What follows belongs to an exercise in optimizing a design on an open flow for small area and few clock cycles per item; a production flow would make more cautious choices. Only simulation tests tie the RTL to the original design; equivalence was not proved. No activity file was given, so power comes from the tool's default toggle rates.

==> flow/design.v (outline; a module is shown in full before it is edited, if it fits) <==
// module aqids_fa: 10 lines
// module aqids_ha: 9 lines
// module air_quality_index_daily_summary: 2044 lines
module air_quality_index_daily_summary #(
  parameter int PERIODS_PER_DAY = 6
) (
  input  logic                clk,
  input  logic                rst_n,
  input  logic                cfg_we,
  input  logic [1:0]          cfg_index,
  input  logic [13:0]         cfg_wdata,
  input  logic                in_valid,
  output logic                in_ready,
  input  logic [13:0]         in_pm25_tenths,
  input  logic [13:0]         in_co2_ppm,
  input  logic signed [10:0]  in_temperature_tenths,
  input  logic [9:0]          in_humidity_tenths,
  output logic                out_valid,
  input  logic                out_ready,
  output logic [8:0]          out_aqi_index,
  output logic [2:0]          out_aqi_level,
  output logic [1:0]          out_co2_level,
  output logic signed [11:0]  out_thi_tenths,
  output logic [1:0]          out_thi_level,
  output logic                out_day_done,
  output logic [8:0]          out_avg_aqi,
  output logic [13:0]         out_avg_co2,
  output logic signed [11:0]  out_avg_thi_tenths,
  output logic [2:0]          out_rec_aqi_level,
  output logic [1:0]          out_rec_co2_level,
  output logic [2:0]          out_rec_thi_level
);
  // ...
==> flow/flow/run.sh <==
#!/bin/bash
# Layout flow: the standard flow (standard.sh), with
#  - the port buffers made of the smallest buffer cell (buf_1) instead of the
#    resizer's default choice (a delay buffer), and
#  - clock tree synthesis with clkbuf_8 buffers and without dummy loads.
set -e
export BUFFER_PORTS_ARGS="-buffer_cell sky130_fd_sc_hd__buf_1"
export CTS_ARGS="-sink_clustering_enable -repair_clock_nets -buf_list sky130_fd_sc_hd__clkbuf_8 -dont_use_dummy_load"
bash standard.sh > standard.log 2>&1
==> flow/standard.sh <==
#!/bin/bash
# synth_recipe.tcl (not shown) runs the flow's synth.tcl, then flattens the netlist and writes it again
# the make line also repeats each setting of config.mk as NAME=value (left out here)
make -C /OpenROAD-flow-scripts/flow DESIGN_CONFIG=/design/flow/config.mk WORK_HOME=/design/flow/orfs CLKGATE_MAP_FILE= SYNTH_SCRIPT=/design/flow/synth_recipe.tcl "${@:-finish}"
==> flow/config.mk <==
export PLATFORM = sky130hd
export DESIGN_NAME = air_quality_index_daily_summary
export DESIGN_NICKNAME = air_quality_index_daily_summary
export VERILOG_FILES = /design/flow/design.v
export SDC_FILE = /design/flow/constraint.sdc
export NUM_CORES = 4
export LEC_CHECK = 0
export ABC_AREA = 1
export CAP_MARGIN = 20
export CORE_MARGIN = 2
export CORE_UTILIZATION = 40
export SLEW_MARGIN = 20
export SYNTH_HIERARCHICAL = 1
export SYNTH_MINIMUM_KEEP_SIZE = 0
==> flow/constraint.sdc <==
create_clock -name core_clock -period 11.0 [get_ports {clk}]
set_input_delay 2.2000 -clock core_clock [delete_from_list [all_inputs] [get_ports {clk}]]
set_output_delay 2.2000 -clock core_clock [all_outputs]
set_load 0.01 [all_outputs]
==> summary.txt, run 1 <==
Global-route wire length before repair: 71320 um
Worst R2R Path Depth: 29
Switching Share: 50.19%
Ports: 144
Vias in the first global route: 13873
Via density: 5.234
Synth Instances: 2041
Dpl hpwl: 35230 um
Skew final: 0.02231 ns
Top Usage Layer GRT: met2
Highest metal used: met4
Fin crit share: 88.72%
Max-cap violations: 0
Fin crit period: 9.759 ns
Finished Cell Area: 0.01826 mm^2
Top pwr grp: combinational cells
Worst Path Required: 11.32 ns
Final ANT Viol Nets: 0
Multiplexer share of the synthesized area: 0.05935%
Status: finished clean
End point of the critical path: s1_thi_z_r[16]
Dpl cells: 2683
Setup bufs post-CTS: 0
Pre-antenna DRT Iters: 6
Most common library cells after synthesis: nand2_1 (362), inv_1 (361), fa_1 (184)
Post-synthesis async set-or-reset flop share: 0%
Testbench counts, summed over its fixed seeds: cycles 24,016, items 24,000.
==> inputs of run 2 (changes only) <==
--- a/flow/design.v
+++ b/flow/design.v
@@ -287,20 +287,18 @@
   logic tm_236;
   logic tm_237, tm_238;
   logic tm_239, tm_240;
   logic tm_241, tm_242;
   logic tm_243, tm_244;
   logic tm_245, tm_246;
   logic tm_247, tm_248;
   logic tm_249, tm_250;
-  logic tm_251;
-  logic tm_252;
-  logic tm_253;
-  logic tm_254;
+  logic tm_251, tm_252;
+  logic tm_253, tm_254;
   logic tm_255;
   logic tm_256;
   logic tm_257;
   logic tm_258;
   logic tm_259;
   logic tm_260;
   logic tm_261;
   logic tm_262;
@@ -367,25 +365,16 @@
   logic tm_323;
   logic tm_324;
   logic tm_325;
   logic tm_326;
   logic tm_327;
   logic tm_328;
   logic tm_329;
   logic tm_330;
-  logic tm_331;
-  logic tm_332;
-  logic tm_333;
-  logic tm_334;
-  logic tm_335;
-  logic tm_336;
-  logic tm_337;
-  logic tm_338;
-  logic tm_339;
   assign tm_0 = in_temperature_tenths[4] ^ 1'b1;
   assign tm_1 = in_temperature_tenths[4] & 1'b1;
   assign tm_2 = in_temperature_tenths[5] ^ 1'b1 ^ tm_1;
   assign tm_3 = (in_temperature_tenths[5] & 1'b1) | (in_temperature_tenths[5] & tm_1) | (1'b1 & tm_1);
   assign tm_4 = in_temperature_tenths[6] ^ 1'b1 ^ tm_3;
   assign tm_5 = (in_temperature_tenths[6] & 1'b1) | (in_temperature_tenths[6] & tm_3) | (1'b1 & tm_3);
   aqids_ha u_tm_6 (.a(in_temperature_tenths[7]), .b(tm_5), .s(tm_6), .co(tm_7));
   assign tm_8 = in_temperature_tenths[8] ^ 1'b1 ^ tm_7;
@@ -565,20 +554,18 @@
   assign tm_236 = (in_humidity_tenths[3] & tm_194) | (in_humidity_tenths[3] & tm_235) | (tm_194 & tm_235);
   aqids_fa u_tm_237 (.a(tm_196), .b(tm_195), .c(tm_236), .s(tm_237), .co(tm_238));
   aqids_fa u_tm_239 (.a(tm_198), .b(tm_197), .c(tm_238), .s(tm_239), .co(tm_240));
   aqids_fa u_tm_241 (.a(tm_200), .b(tm_199), .c(tm_240), .s(tm_241), .co(tm_242));
   aqids_fa u_tm_243 (.a(tm_202), .b(tm_201), .c(tm_242), .s(tm_243), .co(tm_244));
   aqids_fa u_tm_245 (.a(tm_204), .b(tm_203), .c(tm_244), .s(tm_245), .co(tm_246));
   aqids_fa u_tm_247 (.a(tm_206), .b(tm_205), .c(tm_246), .s(tm_247), .co(tm_248));
   aqids_fa u_tm_249 (.a(tm_208), .b(tm_207), .c(tm_248), .s(tm_249), .co(tm_250));
-  assign tm_251 = tm_210 ^ tm_209;
-  assign tm_252 = tm_210 & tm_209;
-  assign tm_253 = tm_212 ^ tm_211;
-  assign tm_254 = tm_212 & tm_211;
+  aqids_fa u_tm_251 (.a(tm_210), .b(tm_209), .c(tm_250), .s(tm_251), .co(tm_252));
+  aqids_fa u_tm_253 (.a(tm_212), .b(tm_211), .c(tm_252), .s(tm_253), .co(tm_254));
   assign tm_255 = tm_214 ^ tm_213;
   assign tm_256 = tm_214 & tm_213;
   assign tm_257 = tm_216 ^ tm_215;
   assign tm_258 = tm_216 & tm_215;
   assign tm_259 = tm_218 ^ tm_217;
   assign tm_260 = tm_218 & tm_217;
   assign tm_261 = tm_220 ^ tm_219;
   assign tm_262 = tm_220 & tm_219;
@@ -591,80 +578,71 @@
   assign tm_269 = tm_228 ^ tm_227;
   assign tm_270 = tm_228 & tm_227;
   assign tm_271 = tm_230 ^ tm_229;
   assign tm_272 = tm_230 & tm_229;
   assign tm_273 = tm_232 ^ tm_231;
   assign tm_274 = tm_232 & tm_231;
   assign tm_275 = ~tm_115 ^ tm_233;
   assign tm_276 = ~tm_115 & tm_233;
-  assign tm_277 = tm_251 & tm_250;
-  assign tm_278 = tm_252 | tm_277;
-  assign tm_279 = tm_255 & tm_254;
-  assign tm_280 = tm_256 | tm_279;
-  assign tm_281 = tm_255 & tm_253;
-  assign tm_282 = tm_259 & tm_258;
-  assign tm_283 = tm_260 | tm_282;
-  assign tm_284 = tm_259 & tm_257;
-  assign tm_285 = tm_263 & tm_262;
-  assign tm_286 = tm_264 | tm_285;
-  assign tm_287 = tm_263 & tm_261;
-  assign tm_288 = tm_267 & tm_266;
-  assign tm_289 = tm_268 | tm_288;
-  assign tm_290 = tm_267 & tm_265;
-  assign tm_291 = tm_271 & tm_270;
-  assign tm_292 = tm_272 | tm_291;
-  assign tm_293 = tm_271 & tm_269;
-  assign tm_294 = tm_275 & tm_274;
-  assign tm_295 = tm_276 | tm_294;
-  assign tm_296 = tm_275 & tm_273;
-  assign tm_297 = tm_281 & tm_278;
-  assign tm_298 = tm_280 | tm_297;
-  assign tm_299 = tm_287 & tm_283;
-  assign tm_300 = tm_286 | tm_299;
-  assign tm_301 = tm_287 & tm_284;
-  assign tm_302 = tm_293 & tm_289;
-  assign tm_303 = tm_292 | tm_302;
-  assign tm_304 = tm_293 & tm_290;
-  assign tm_305 = tm_301 & tm_298;
-  assign tm_306 = tm_300 | tm_305;
-  assign tm_307 = tm_304 & tm_306;
-  assign tm_308 = tm_303 | tm_307;
-  assign tm_309 = tm_284 & tm_298;
-  assign tm_310 = tm_283 | tm_309;
-  assign tm_311 = tm_290 & tm_306;
-  assign tm_312 = tm_289 | tm_311;
-  assign tm_313 = tm_296 & tm_308;
-  assign tm_314 = tm_295 | tm_313;
-  assign tm_315 = tm_253 & tm_278;
-  assign tm_316 = tm_254 | tm_315;
-  assign tm_317 = tm_257 & tm_298;
-  assign tm_318 = tm_258 | tm_317;
-  assign tm_319 = tm_261 & tm_310;
-  assign tm_320 = tm_262 | tm_319;
-  assign tm_321 = tm_265 & tm_306;
-  assign tm_322 = tm_266 | tm_321;
-  assign tm_323 = tm_269 & tm_312;
-  assign tm_324 = tm_270 | tm_323;
-  assign tm_325 = tm_273 & tm_308;
-  assign tm_326 = tm_274 | tm_325;
-  assign tm_327 = tm_251 ^ tm_250;
-  assign tm_328 = tm_253 ^ tm_278;
-  assign tm_329 = tm_255 ^ tm_316;
-  assign tm_330 = tm_257 ^ tm_298;
-  assign tm_331 = tm_259 ^ tm_318;
-  assign tm_332 = tm_261 ^ tm_310;
-  assign tm_333 = tm_263 ^ tm_320;
-  assign tm_334 = tm_265 ^ tm_306;
-  assign tm_335 = tm_267 ^ tm_322;
-  assign tm_336 = tm_269 ^ tm_312;
-  assign tm_337 = tm_271 ^ tm_324;
-  assign tm_338 = tm_273 ^ tm_308;
-  assign tm_339 = tm_275 ^ tm_326;
-  assign tm_y    = {tm_339, tm_338, tm_337, tm_336, tm_335, tm_334, tm_333, tm_332, tm_331, tm_330, tm_329, tm_328, tm_327, tm_249, tm_247, tm_245, tm_243, tm_241, tm_239, tm_237};
+  assign tm_277 = tm_255 & tm_254;
+  assign tm_278 = tm_256 | tm_277;
+  assign tm_279 = tm_259 & tm_258;
+  assign tm_280 = tm_260 | tm_279;
+  assign tm_281 = tm_259 & tm_257;
+  assign tm_282 = tm_263 & tm_262;
+  assign tm_283 = tm_264 | tm_282;
+  assign tm_284 = tm_263 & tm_261;
+  assign tm_285 = tm_267 & tm_266;
+  assign tm_286 = tm_268 | tm_285;
+  assign tm_287 = tm_267 & tm_265;
+  assign tm_288 = tm_271 & tm_270;
+  assign tm_289 = tm_272 | tm_288;
+  assign tm_290 = tm_271 & tm_269;
+  assign tm_291 = tm_275 & tm_274;
+  assign tm_292 = tm_276 | tm_291;
+  assign tm_293 = tm_275 & tm_273;
+  assign tm_294 = tm_281 & tm_278;
+  assign tm_295 = tm_280 | tm_294;
+  assign tm_296 = tm_287 & tm_283;
+  assign tm_297 = tm_286 | tm_296;
+  assign tm_298 = tm_287 & tm_284;
+  assign tm_299 = tm_293 & tm_289;
+  assign tm_300 = tm_292 | tm_299;
+  assign tm_301 = tm_293 & tm_290;
+  assign tm_302 = tm_298 & tm_295;
+  assign tm_303 = tm_297 | tm_302;
+  assign tm_304 = tm_301 & tm_303;
+  assign tm_305 = tm_300 | tm_304;
+  assign tm_306 = tm_284 & tm_295;
+  assign tm_307 = tm_283 | tm_306;
+  assign tm_308 = tm_290 & tm_303;
+  assign tm_309 = tm_289 | tm_308;
+  assign tm_310 = tm_257 & tm_278;
+  assign tm_311 = tm_258 | tm_310;
+  assign tm_312 = tm_261 & tm_295;
+  assign tm_313 = tm_262 | tm_312;
+  assign tm_314 = tm_265 & tm_307;
+  assign tm_315 = tm_266 | tm_314;
+  assign tm_316 = tm_269 & tm_303;
+  assign tm_317 = tm_270 | tm_316;
+  assign tm_318 = tm_273 & tm_309;
+  assign tm_319 = tm_274 | tm_318;
+  assign tm_320 = tm_255 ^ tm_254;
+  assign tm_321 = tm_257 ^ tm_278;
+  assign tm_322 = tm_259 ^ tm_311;
+  assign tm_323 = tm_261 ^ tm_295;
+  assign tm_324 = tm_263 ^ tm_313;
+  assign tm_325 = tm_265 ^ tm_307;
+  assign tm_326 = tm_267 ^ tm_315;
+  assign tm_327 = tm_269 ^ tm_303;
+  assign tm_328 = tm_271 ^ tm_317;
+  assign tm_329 = tm_273 ^ tm_309;
+  assign tm_330 = tm_275 ^ tm_319;
+  assign tm_y    = {tm_330, tm_329, tm_328, tm_327, tm_326, tm_325, tm_324, tm_323, tm_322, tm_321, tm_320, tm_253, tm_251, tm_249, tm_247, tm_245, tm_243, tm_241, tm_239, tm_237};
   assign thi_z   = tm_y[18:0];
   assign thi_neg = tm_y[19];
   assign thi_ovf = (thi_z[18] & (thi_z[17] | (thi_z[16] | (thi_z[15] | (thi_z[14] & (thi_z[13] | (thi_z[12] | (thi_z[11] & (thi_z[10] | (thi_z[9] & (thi_z[8] & (thi_z[7] | (thi_z[6] | (thi_z[5] | (thi_z[4] & (thi_z[3] & (thi_z[2] & (thi_z[1] & thi_z[0]))))))))))))))))));
   assign thi_zc  = thi_neg ? 19'd0 : (thi_ovf ? 19'd281374 : thi_z);
   logic [5:0] aqi_sel;
   logic       aqi_ge1, aqi_ge2, aqi_ge3, aqi_ge4, aqi_ge5, aqi_ge6;
   logic [8:0] aqi_q;
   assign aqi_ge1 = (in_pm25_tenths[13] | (in_pm25_tenths[12] | (in_pm25_tenths[11] | (in_pm25_tenths[10] | (in_pm25_tenths[9] | (in_pm25_tenths[8] | (in_pm25_tenths[7] | (in_pm25_tenths[6] & (in_pm25_tenths[5] & (in_pm25_tenths[4] & (in_pm25_tenths[3] & (in_pm25_tenths[2] | (in_pm25_tenths[1] | in_pm25_tenths[0])))))))))))));
@@ -873,24 +851,20 @@
   logic aq_258;
   logic aq_259;
   logic aq_260;
   logic aq_261;
   logic aq_262;
   logic aq_263;
   logic aq_264;
   logic aq_265;
-  logic aq_266;
-  logic aq_267;
-  logic aq_268;
-  logic aq_269;
-  logic aq_270;
-  logic aq_271;
-  logic aq_272;
-  logic aq_273;
+  logic aq_266, aq_267;
+  logic aq_268, aq_269;
+  logic aq_270, aq_271;
+  logic aq_272, aq_273;
   logic aq_274;
   logic aq_275;
   logic aq_276;
   logic aq_277;
   logic aq_278;
   logic aq_279;
   logic aq_280;
   logic aq_281;
@@ -912,37 +886,16 @@
   logic aq_297;
   logic aq_298;
   logic aq_299;
   logic aq_300;
   logic aq_301;
   logic aq_302;
   logic aq_303;
   logic aq_304;
-  logic aq_305;
-  logic aq_306;
-  logic aq_307;
-  logic aq_308;
-  logic aq_309;
-  logic aq_310;
-  logic aq_311;
-  logic aq_312;
-  logic aq_313;
-  logic aq_314;
-  logic aq_315;
-  logic aq_316;
-  logic aq_317;
-  logic aq_318;
-  logic aq_319;
-  logic aq_320;
-  logic aq_321;
-  logic aq_322;
-  logic aq_323;
-  logic aq_324;
-  logic aq_325;
   assign aq_0 = aqi_sel[0] | aqi_sel[2];
   assign aq_1 = aqi_sel[3] | aqi_sel[4] | aqi_sel[5];
   assign aq_2 = (aq_1 & in_pm25_tenths[0]);
   assign aq_3 = (aq_1 & in_pm25_tenths[1]);
   assign aq_4 = (aq_0 & in_pm25_tenths[0]) | (aq_1 & in_pm25_tenths[2]);
   assign aq_5 = (aq_0 & in_pm25_tenths[1]) | (aq_1 & in_pm25_tenths[3]);
   assign aq_6 = (aq_0 & in_pm25_tenths[2]) | (aq_1 & in_pm25_tenths[4]);
   assign aq_7 = (aq_0 & in_pm25_tenths[3]) | (aq_1 & in_pm25_tenths[5]);
@@ -1136,77 +1089,52 @@
   assign aq_258 = (aq_220 & aq_219) | (aq_220 & aq_257) | (aq_219 & aq_257);
   assign aq_259 = (aq_222 & aq_221) | (aq_222 & aq_258) | (aq_221 & aq_258);
   assign aq_260 = (aq_224 & aq_223) | (aq_224 & aq_259) | (aq_223 & aq_259);
   assign aq_261 = (aq_226 & aq_225) | (aq_226 & aq_260) | (aq_225 & aq_260);
   assign aq_262 = (aq_228 & aq_227) | (aq_228 & aq_261) | (aq_227 & aq_261);
   assign aq_263 = (aq_230 & aq_229) | (aq_230 & aq_262) | (aq_229 & aq_262);
   assign aq_264 = (aq_232 & aq_231) | (aq_232 & aq_263) | (aq_231 & aq_263);
   assign aq_265 = (aq_234 & aq_233) | (aq_234 & aq_264) | (aq_233 & aq_264);
-  assign aq_266 = aq_236 ^ aq_235;
-  assign aq_267 = aq_236 & aq_235;
-  assign aq_268 = aq_238 ^ aq_237;
-  assign aq_269 = aq_238 & aq_237;
-  assign aq_270 = aq_240 ^ aq_239;
-  assign aq_271 = aq_240 & aq_239;
-  assign aq_272 = aq_242 ^ aq_241;
-  assign aq_273 = aq_242 & aq_241;
+  aqids_fa u_aq_266 (.a(aq_236), .b(aq_235), .c(aq_265), .s(aq_266), .co(aq_267));
+  aqids_fa u_aq_268 (.a(aq_238), .b(aq_237), .c(aq_267), .s(aq_268), .co(aq_269));
+  aqids_fa u_aq_270 (.a(aq_240), .b(aq_239), .c(aq_269), .s(aq_270), .co(aq_271));
+  aqids_fa u_aq_272 (.a(aq_242), .b(aq_241), .c(aq_271), .s(aq_272), .co(aq_273));
   assign aq_274 = aq_244 ^ aq_243;
   assign aq_275 = aq_244 & aq_243;
   assign aq_276 = aq_246 ^ aq_245;
   assign aq_277 = aq_246 & aq_245;
   assign aq_278 = aq_248 ^ aq_247;
   assign aq_279 = aq_248 & aq_247;
   assign aq_280 = aq_250 ^ aq_249;
   assign aq_281 = aq_250 & aq_249;
   assign aq_282 = aq_14 ^ aq_251;
   assign aq_283 = aq_14 & aq_251;
-  assign aq_284 = aq_266 & aq_265;
-  assign aq_285 = aq_267 | aq_284;
-  assign aq_286 = aq_270 & aq_269;
-  assign aq_287 = aq_271 | aq_286;
-  assign aq_288 = aq_270 & aq_268;
-  assign aq_289 = aq_274 & aq_273;
-  assign aq_290 = aq_275 | aq_289;
-  assign aq_291 = aq_274 & aq_272;
-  assign aq_292 = aq_278 & aq_277;
-  assign aq_293 = aq_279 | aq_292;
-  assign aq_294 = aq_278 & aq_276;
-  assign aq_295 = aq_282 & aq_281;
-  assign aq_296 = aq_283 | aq_295;
-  assign aq_297 = aq_282 & aq_280;
-  assign aq_298 = aq_288 & aq_285;
-  assign aq_299 = aq_287 | aq_298;
-  assign aq_300 = aq_294 & aq_290;
-  assign aq_301 = aq_293 | aq_300;
-  assign aq_302 = aq_294 & aq_291;
-  assign aq_303 = aq_302 & aq_299;
-  assign aq_304 = aq_301 | aq_303;
-  assign aq_305 = aq_291 & aq_299;
-  assign aq_306 = aq_290 | aq_305;
-  assign aq_307 = aq_297 & aq_304;
-  assign aq_308 = aq_296 | aq_307;
-  assign aq_309 = aq_268 & aq_285;
-  assign aq_310 = aq_269 | aq_309;
-  assign aq_311 = aq_272 & aq_299;
-  assign aq_312 = aq_273 | aq_311;
-  assign aq_313 = aq_276 & aq_306;
-  assign aq_314 = aq_277 | aq_313;
-  assign aq_315 = aq_280 & aq_304;
-  assign aq_316 = aq_281 | aq_315;
-  assign aq_317 = aq_266 ^ aq_265;
-  assign aq_318 = aq_268 ^ aq_285;
-  assign aq_319 = aq_270 ^ aq_310;
-  assign aq_320 = aq_272 ^ aq_299;
-  assign aq_321 = aq_274 ^ aq_312;
-  assign aq_322 = aq_276 ^ aq_306;
-  assign aq_323 = aq_278 ^ aq_314;
-  assign aq_324 = aq_280 ^ aq_304;
-  assign aq_325 = aq_282 ^ aq_316;
-  assign aqi_q = {aq_325, aq_324, aq_323, aq_322, aq_321, aq_320, aq_319, aq_318, aq_317};
+  assign aq_284 = aq_274 & aq_273;
+  assign aq_285 = aq_275 | aq_284;
+  assign aq_286 = aq_278 & aq_277;
+  assign aq_287 = aq_279 | aq_286;
+  assign aq_288 = aq_278 & aq_276;
+  assign aq_289 = aq_282 & aq_281;
+  assign aq_290 = aq_283 | aq_289;
+  assign aq_291 = aq_282 & aq_280;
+  assign aq_292 = aq_288 & aq_285;
+  assign aq_293 = aq_287 | aq_292;
+  assign aq_294 = aq_291 & aq_293;
+  assign aq_295 = aq_290 | aq_294;
+  assign aq_296 = aq_276 & aq_285;
+  assign aq_297 = aq_277 | aq_296;
+  assign aq_298 = aq_280 & aq_293;
+  assign aq_299 = aq_281 | aq_298;
+  assign aq_300 = aq_274 ^ aq_273;
+  assign aq_301 = aq_276 ^ aq_285;
+  assign aq_302 = aq_278 ^ aq_297;
+  assign aq_303 = aq_280 ^ aq_293;
+  assign aq_304 = aq_282 ^ aq_299;
+  assign aqi_q = {aq_304, aq_303, aq_302, aq_301, aq_300, aq_272, aq_270, aq_268, aq_266};
   assign aqi_c = aqi_ge6 ? 9'd500 : aqi_q;
   always_ff @(posedge clk) begin
     if (!rst_n) begin
       s1_valid_r <= 1'b0;
     end else if (adv) begin
       s1_valid_r <= in_valid;
     end
   end
@@ -1276,24 +1204,20 @@
   logic td_102;
   logic td_103;
   logic td_104;
   logic td_105;
   logic td_106;
   logic td_107;
   logic td_108, td_109;
   logic td_110, td_111;
-  logic td_112;
-  logic td_113;
-  logic td_114;
-  logic td_115;
-  logic td_116;
-  logic td_117;
-  logic td_118;
-  logic td_119;
+  logic td_112, td_113;
+  logic td_114, td_115;
+  logic td_116, td_117;
+  logic td_118, td_119;
   logic td_120;
   logic td_121;
   logic td_122;
   logic td_123;
   logic td_124;
   logic td_125;
   logic td_126;
   logic td_127;
@@ -1317,37 +1241,16 @@
   logic td_145;
   logic td_146;
   logic td_147;
   logic td_148;
   logic td_149;
   logic td_150;
   logic td_151;
   logic td_152;
-  logic td_153;
-  logic td_154;
-  logic td_155;
-  logic td_156;
-  logic td_157;
-  logic td_158;
-  logic td_159;
-  logic td_160;
-  logic td_161;
-  logic td_162;
-  logic td_163;
-  logic td_164;
-  logic td_165;
-  logic td_166;
-  logic td_167;
-  logic td_168;
-  logic td_169;
-  logic td_170;
-  logic td_171;
-  logic td_172;
-  logic td_173;
   aqids_ha u_td_0 (.a(s1_thi_z_r[13]), .b(s1_thi_z_r[11]), .s(td_0), .co(td_1));
   aqids_fa u_td_2 (.a(s1_thi_z_r[14]), .b(s1_thi_z_r[12]), .c(s1_thi_z_r[9]), .s(td_2), .co(td_3));
   aqids_fa u_td_4 (.a(s1_thi_z_r[15]), .b(s1_thi_z_r[13]), .c(s1_thi_z_r[10]), .s(td_4), .co(td_5));
   aqids_ha u_td_6 (.a(~s1_thi_z_r[6]), .b(s1_thi_z_r[4]), .s(td_6), .co(td_7));
   aqids_fa u_td_8 (.a(s1_thi_z_r[16]), .b(s1_thi_z_r[14]), .c(s1_thi_z_r[11]), .s(td_8), .co(td_9));
   aqids_fa u_td_10 (.a(~s1_thi_z_r[7]), .b(s1_thi_z_r[5]), .c(s1_thi_z_r[0]), .s(td_10), .co(td_11));
   aqids_fa u_td_12 (.a(s1_thi_z_r[17]), .b(s1_thi_z_r[15]), .c(s1_thi_z_r[12]), .s(td_12), .co(td_13));
   aqids_fa u_td_14 (.a(~s1_thi_z_r[8]), .b(s1_thi_z_r[6]), .c(s1_thi_z_r[1]), .s(td_14), .co(td_15));
@@ -1402,79 +1305,54 @@
   assign td_102 = (td_72 & td_71) | (td_72 & td_101) | (td_71 & td_101);
   assign td_103 = (td_74 & td_73) | (td_74 & td_102) | (td_73 & td_102);
   assign td_104 = (td_76 & td_75) | (td_76 & td_103) | (td_75 & td_103);
   assign td_105 = (td_78 & td_77) | (td_78 & td_104) | (td_77 & td_104);
   assign td_106 = (td_80 & td_79) | (td_80 & td_105) | (td_79 & td_105);
   assign td_107 = (td_82 & td_81) | (td_82 & td_106) | (td_81 & td_106);
   aqids_fa u_td_108 (.a(td_84), .b(td_83), .c(td_107), .s(td_108), .co(td_109));
   aqids_fa u_td_110 (.a(td_86), .b(td_85), .c(td_109), .s(td_110), .co(td_111));
-  assign td_112 = td_88 ^ td_87;
-  assign td_113 = td_88 & td_87;
-  assign td_114 = td_90 ^ td_89;
-  assign td_115 = td_90 & td_89;
-  assign td_116 = td_92 ^ td_91;
-  assign td_117 = td_92 & td_91;
-  assign td_118 = td_94 ^ td_93;
-  assign td_119 = td_94 & td_93;
+  aqids_fa u_td_112 (.a(td_88), .b(td_87), .c(td_111), .s(td_112), .co(td_113));
+  aqids_fa u_td_114 (.a(td_90), .b(td_89), .c(td_113), .s(td_114), .co(td_115));
+  aqids_fa u_td_116 (.a(td_92), .b(td_91), .c(td_115), .s(td_116), .co(td_117));
+  aqids_fa u_td_118 (.a(td_94), .b(td_93), .c(td_117), .s(td_118), .co(td_119));
   assign td_120 = td_96 ^ td_95;
   assign td_121 = td_96 & td_95;
   assign td_122 = s1_thi_z_r[14] ^ td_97;
   assign td_123 = s1_thi_z_r[14] & td_97;
   assign td_124 = s1_thi_z_r[16] ^ 1'b1;
   assign td_125 = s1_thi_z_r[16] & 1'b1;
   assign td_126 = s1_thi_z_r[17] ^ 1'b1;
   assign td_127 = s1_thi_z_r[17] & 1'b1;
   assign td_128 = s1_thi_z_r[18] ^ 1'b1;
   assign td_129 = s1_thi_z_r[18] & 1'b1;
-  assign td_130 = td_112 & td_111;
-  assign td_131 = td_113 | td_130;
-  assign td_132 = td_116 & td_115;
-  assign td_133 = td_117 | td_132;
-  assign td_134 = td_116 & td_114;
-  assign td_135 = td_120 & td_119;
-  assign td_136 = td_121 | td_135;
-  assign td_137 = td_120 & td_118;
-  assign td_138 = s1_thi_z_r[15] & td_123;
-  assign td_139 = s1_thi_z_r[15] & td_122;
-  assign td_140 = td_126 & td_125;
-  assign td_141 = td_127 | td_140;
-  assign td_142 = td_126 & td_124;
-  assign td_143 = td_134 & td_131;
-  assign td_144 = td_133 | td_143;
-  assign td_145 = td_139 & td_136;
-  assign td_146 = td_138 | td_145;
-  assign td_147 = td_139 & td_137;
-  assign td_148 = td_147 & td_144;
-  assign td_149 = td_146 | td_148;
-  assign td_150 = td_137 & td_144;
-  assign td_151 = td_136 | td_150;
-  assign td_152 = td_142 & td_149;
-  assign td_153 = td_141 | td_152;
-  assign td_154 = td_114 & td_131;
-  assign td_155 = td_115 | td_154;
-  assign td_156 = td_118 & td_144;
-  assign td_157 = td_119 | td_156;
-  assign td_158 = td_122 & td_151;
-  assign td_159 = td_123 | td_158;
-  assign td_160 = td_124 & td_149;
-  assign td_161 = td_125 | td_160;
-  assign td_162 = td_128 & td_153;
-  assign td_163 = td_129 | td_162;
-  assign td_164 = td_112 ^ td_111;
-  assign td_165 = td_114 ^ td_131;
-  assign td_166 = td_116 ^ td_155;
-  assign td_167 = td_118 ^ td_144;
-  assign td_168 = td_120 ^ td_157;
-  assign td_169 = td_122 ^ td_151;
-  assign td_170 = s1_thi_z_r[15] ^ td_159;
-  assign td_171 = td_124 ^ td_149;
-  assign td_172 = td_126 ^ td_161;
-  assign td_173 = td_128 ^ td_153;
-  assign thi_q = {td_173, td_172, td_171, td_170, td_169, td_168, td_167, td_166, td_165, td_164, td_110, td_108};
+  assign td_130 = td_120 & td_119;
+  assign td_131 = td_121 | td_130;
+  assign td_132 = s1_thi_z_r[15] & td_123;
+  assign td_133 = s1_thi_z_r[15] & td_122;
+  assign td_134 = td_126 & td_125;
+  assign td_135 = td_127 | td_134;
+  assign td_136 = td_126 & td_124;
+  assign td_137 = td_133 & td_131;
+  assign td_138 = td_132 | td_137;
+  assign td_139 = td_136 & td_138;
+  assign td_140 = td_135 | td_139;
+  assign td_141 = td_122 & td_131;
+  assign td_142 = td_123 | td_141;
+  assign td_143 = td_124 & td_138;
+  assign td_144 = td_125 | td_143;
+  assign td_145 = td_128 & td_140;
+  assign td_146 = td_129 | td_145;
+  assign td_147 = td_120 ^ td_119;
+  assign td_148 = td_122 ^ td_131;
+  assign td_149 = s1_thi_z_r[15] ^ td_142;
+  assign td_150 = td_124 ^ td_138;
+  assign td_151 = td_126 ^ td_144;
+  assign td_152 = td_128 ^ td_140;
+  assign thi_q = {td_152, td_151, td_150, td_149, td_148, td_147, td_118, td_116, td_114, td_112, td_110, td_108};
   logic co2_le_good, co2_le_moderate;
   logic cl_0;
   logic cl_1;
   logic cl_2;
   logic cl_3;
   logic cl_4;
   logic cl_5;
   logic cl_6;
==> summary.txt, run 2 <==
Chip height: 208.7 um
Worst Path Required: 11.31 ns (about the same)
Most frequent CP cell: fa_1
Critical Path Start: in_humidity_tenths[1]
Sequential share of power: 19.3%
Area leader, netlist: fa_1
Max Fclk: 0.1003 GHz
CP endpoint kind: register
# fillers: 4171
Net switching power: 3.081 mW
Worst R2R Path Depth: 29 (unchanged)
Post_cts resized: 0
Pre-CTS WS: 0.5624 ns
Synth Net Count: 2376
Clock Root Buffer: clkbuf_8
Worst-path clk slew: 0.08 ns
End point of the critical path: s1_thi_z_r[17]
Post-synthesis sequential area ratio: 24.79%
Most frequent cells in the layout: inv_1 (366), nand2_1 (339), fa_1 (189)
Synth Warn #: 7
Initial Utilization: 40.77%
Leak pwr: 8.521 nW
Clock tree sinks: 154
Setup TNS: 0 ns
Clock Power Share: 5.2%
Rows: 74
Synth Register Bits: 154
Ys flop type: edfxtp_1
Port buffer count: 143
Switching Share: 49.55% (-0.65 points)
Overall power: 6.219 mW
Maximum clock insertion buffer count: 2
Core area: 0.04111 mm^2
CP max stage delay: 0.62 ns
Pint: 3.138 mW
Final Hold Viols: 0
Ports: 144 (unchanged)
H-tree Lvls: 4
Netlist Area Pre-Place: 0.01676 mm^2
Placed cell area: 0.01797 mm^2
Hold Crit Class: reg -> reg
Max Slew Vio Count: 0
DRT iter0 DRCs: 1271
Drt wl/cell: 17.25 um
Pwr Density: 341.6 mW/mm^2
Setup bufs post-CTS: 0 (unchanged)
Initial antenna violation count: 0
Diode count: 0
Synth-to-Final Area Change: 8.645%
Die area: 0.04355 mm^2
Reg with most FFs: s1_thi_z_r
Finished Cell Area: 0.01821 mm^2 (-0.28%)
Most common library cells after synthesis: inv_1 (367), nand2_1 (339), fa_1 (189)
Tightest Pin Transition: 0.9171 ns
Syn avg cell area: 8.305 um^2
GRT Total Usage: 21.38%
FF-to-FF setup slack: 1.09 ns
Largest net degree at the start of global routing: 72
Crit-path max FO: 11
Dpl hpwl: 36720 um (+4.2%)
DRC violations left: 0
Status: finished clean
Nets@finish: 2505
Combinational share of power: 75.5%
Synth Instances: 2018 (-1.1%)
GP Congestion: 0.9644
Vias in the first global route: 14023 (+1.1%)
Largest regs: s1_thi_z_r (19), sum_co2_r (16)
Hold-fix buffer count after cts: 0
Max_slew headroom: 38.69%
Fin crit share: 90.68% (+2.0 points)
Fin crit period: 9.975 ns (+0.2157 ns)
Cell variety after synth: 50
FF-to-FF End: sum_thi_r[13]
Layout cell share with drive strength beyond 1: 5.455%
Post-route setup slack: 1.025 ns
Worst r2r src: s1_thi_z_r[14]
TritonCTS clock tree: done
Ranking of synthesized cells by area: fa_1 (23%), edfxtp_1 (19%), inv_1 (8.2%), nand2_1 (7.6%), ha_1 (7.4%)
Overflow after GRT: 0
Startpoint types: primary input
Final ANT Viol Nets: 0 (unchanged)
Setup-failing EPs final: 0
Max FFs per register: 19
Global-route wire length before repair: 74750 um (+4.8%)
Post-synthesis async set-or-reset flop share: 0% (unchanged)
Via density: 5.348 (+2.2%)
Clk Latency, worst-skew pair: 0.45 ns
Skew final: 0.02812 ns (+0.005809 ns)
Number of synthesized flops with an enable pin: 107
IR drop worst, VDD: 219.0 uV
Vias: 14316
Synth top area share: 22.58%
Most frequent cell after synthesis: inv_1
Final WL: 46180 um
Most common cell after layout, fill and taps aside: inv_1
Total CTS buffers: 17
Die W: 208.7 um
CP arrival: 10.29 ns
RSZ-0062 raised after global routing: false
Max-cap violations: 0 (unchanged)
Critical Path Slowest Stage Cell: a21oi_1
WS Path Type: in -> reg
Pre-antenna DRT Iters: 6 (unchanged)
-- run 2: changes by cell type after synthesis, moves of 9 or more --
cell and delta:
a211oi_1 +9, ha_1 -10, nand2_1 -23, nor2_1 +12, o211ai_1 -11, xor2_1 -10
-- run 2: area by class of cell --
type / count / area [um^2] / share of cell area (%)
Multi-Input combinational cell: 1418 / 10940 / 60.10
Tap cell: 532 / 665.6 / 3.656
Sequential cell: 154 / 4154 / 22.81
Inverter: 380 / 1426 / 7.833
Timing Repair Buffer: 176 / 784.5 / 4.308
Clock buffer: 17 / 234.0 / 1.285
-- run 2: modules after synthesis (local to each module, per instance) --
| module | flops+latches | cells inside | cell area (um^2) | copies in the design |
|---|---|---|---|---|
| aqids_fa | 0 | 1 | 20.02 | 178 |
| aqids_ha | 0 | 1 | 12.51 | 53 |
| air_quality_index_daily_summary | 154 | 1787 | 12530 | 1 |
-- run 2: per-stage QoR --
stage,util [%],hold slack [ns],instances
2_1_floorplan,-,0.4297,2018
3_3_place_gp,43.71,0.4448,2660
3_5_place_dp,43.71,0.4449,2660
4_1_cts,44.28,0.4588,2677
5_1_grt,44.29,0.4974,2677
6_report,44.29,0.4564,2677
-- run 2: cells by family after synthesis --
group           Yosys count  share of synthesized area [%]
compound gates          400                          14.85
xor+xnor                 64                          3.345
fa+ha+maj               289                          30.03
buf+inv                 446                          9.989
flops                   154                          24.79
simple gates            665                          17.01
-- run 2: how the worst min path moves through the flow --
stage	startpoint	depth (start not counted)	endpoint	slack [ns]
2_1_floorplan	co2_high_r[0]	2	co2_high_r[0]	0.43
3_3_place_gp	co2_high_r[0]	2	co2_high_r[0]	0.44
6_report	co2_high_r[0]	2	co2_high_r[0]	0.46
5_1_grt	co2_moderate_r[0]	2	co2_moderate_r[0]	0.50
3_5_place_dp	co2_high_r[0]	2	co2_high_r[0]	0.44
4_1_cts	co2_high_r[0]	2	co2_high_r[0]	0.46
-- run 2: power groups by stage --
stage | Sequential, mW | Clock (mW) | Combinational (mW)
global placement | 1.21 | 0 | 4.57
finish | 1.20 | 0.323 | 4.69
detailed placement | 1.22 | 0 | 4.72
global route | 1.23 | 0.359 | 5.50
floorplan | 1.17 | 0 | 3.50
CTS | 1.20 | 0.338 | 4.76
-- run 2: per-layer routing --
metal | share of wire (%) | global-route usage (%) | vias up | routed length [um]
li1 | - | - | 6893 | -
met1 | 49 | 31.74 | 6837 | 22480
met2 | 44 | 33.07 | 525 | 20270
met3 | 5.7 | 2.750 | 61 | 2611
met4 | 1.8 | 5.222 | 0 | 813
met5 | 0 | 0 | - | 0
-- run 2: critical path, delay by kind of cell --
family / cells / cell delay (ns)
AOI/OAI and AO/OA: 7 / 1.82
xor gates and xnor gates: 2 / 0.36
adders and majority gates: 12 / 4.52
buffers and inverters: 5 / 0.75
and+or+nand+nor: 4 / 0.63
Testbench counts of run 2, summed over its fixed seeds: cycles 24,016, items 24,000.

re-timing with driven ports:
The results above use ideal ports. As a check the final layouts listed here were re-extracted and re-timed, cells and wires unchanged.
Step 1 (the two cells are an assumption about what drives the block):
set clk [get_ports {clk}]
set_driving_cell -lib_cell sky130_fd_sc_hd__clkbuf_16 $clk
set_driving_cell -lib_cell sky130_fd_sc_hd__buf_2 [delete_from_list [all_inputs] $clk]
Step 2 adds t to the input delays and takes it off the output delays; t is the mean of the earliest and latest rising clock arrival at the registers after step 1. Input paths then give back, and output paths get back, about the clock's delay inside the block.
Slacks: ideal ports / drivers / drivers and shift; pairs: ideal ports / drivers.
| run | t (ns) | slack for setup (ns) | worst setup path after step 2 | clock arrival spread, ns | cell pins on the clock port's net |
|---|---|---|---|---|---|
| run 1 | 0.522 | 1.241 / 1.267 / 0.745 | input to register | 0.024 / 0.024 | 1 |
| run 2 | 0.487 | 1.025 / 1.047 / 0.561 | input to register | 0.038 / 0.039 | 1 |
After both steps every run listed still meets setup and hold. For run 1, which loses most, drivers alone change the setup slack by +0.026 ns; drivers and shift together by -0.496 ns.
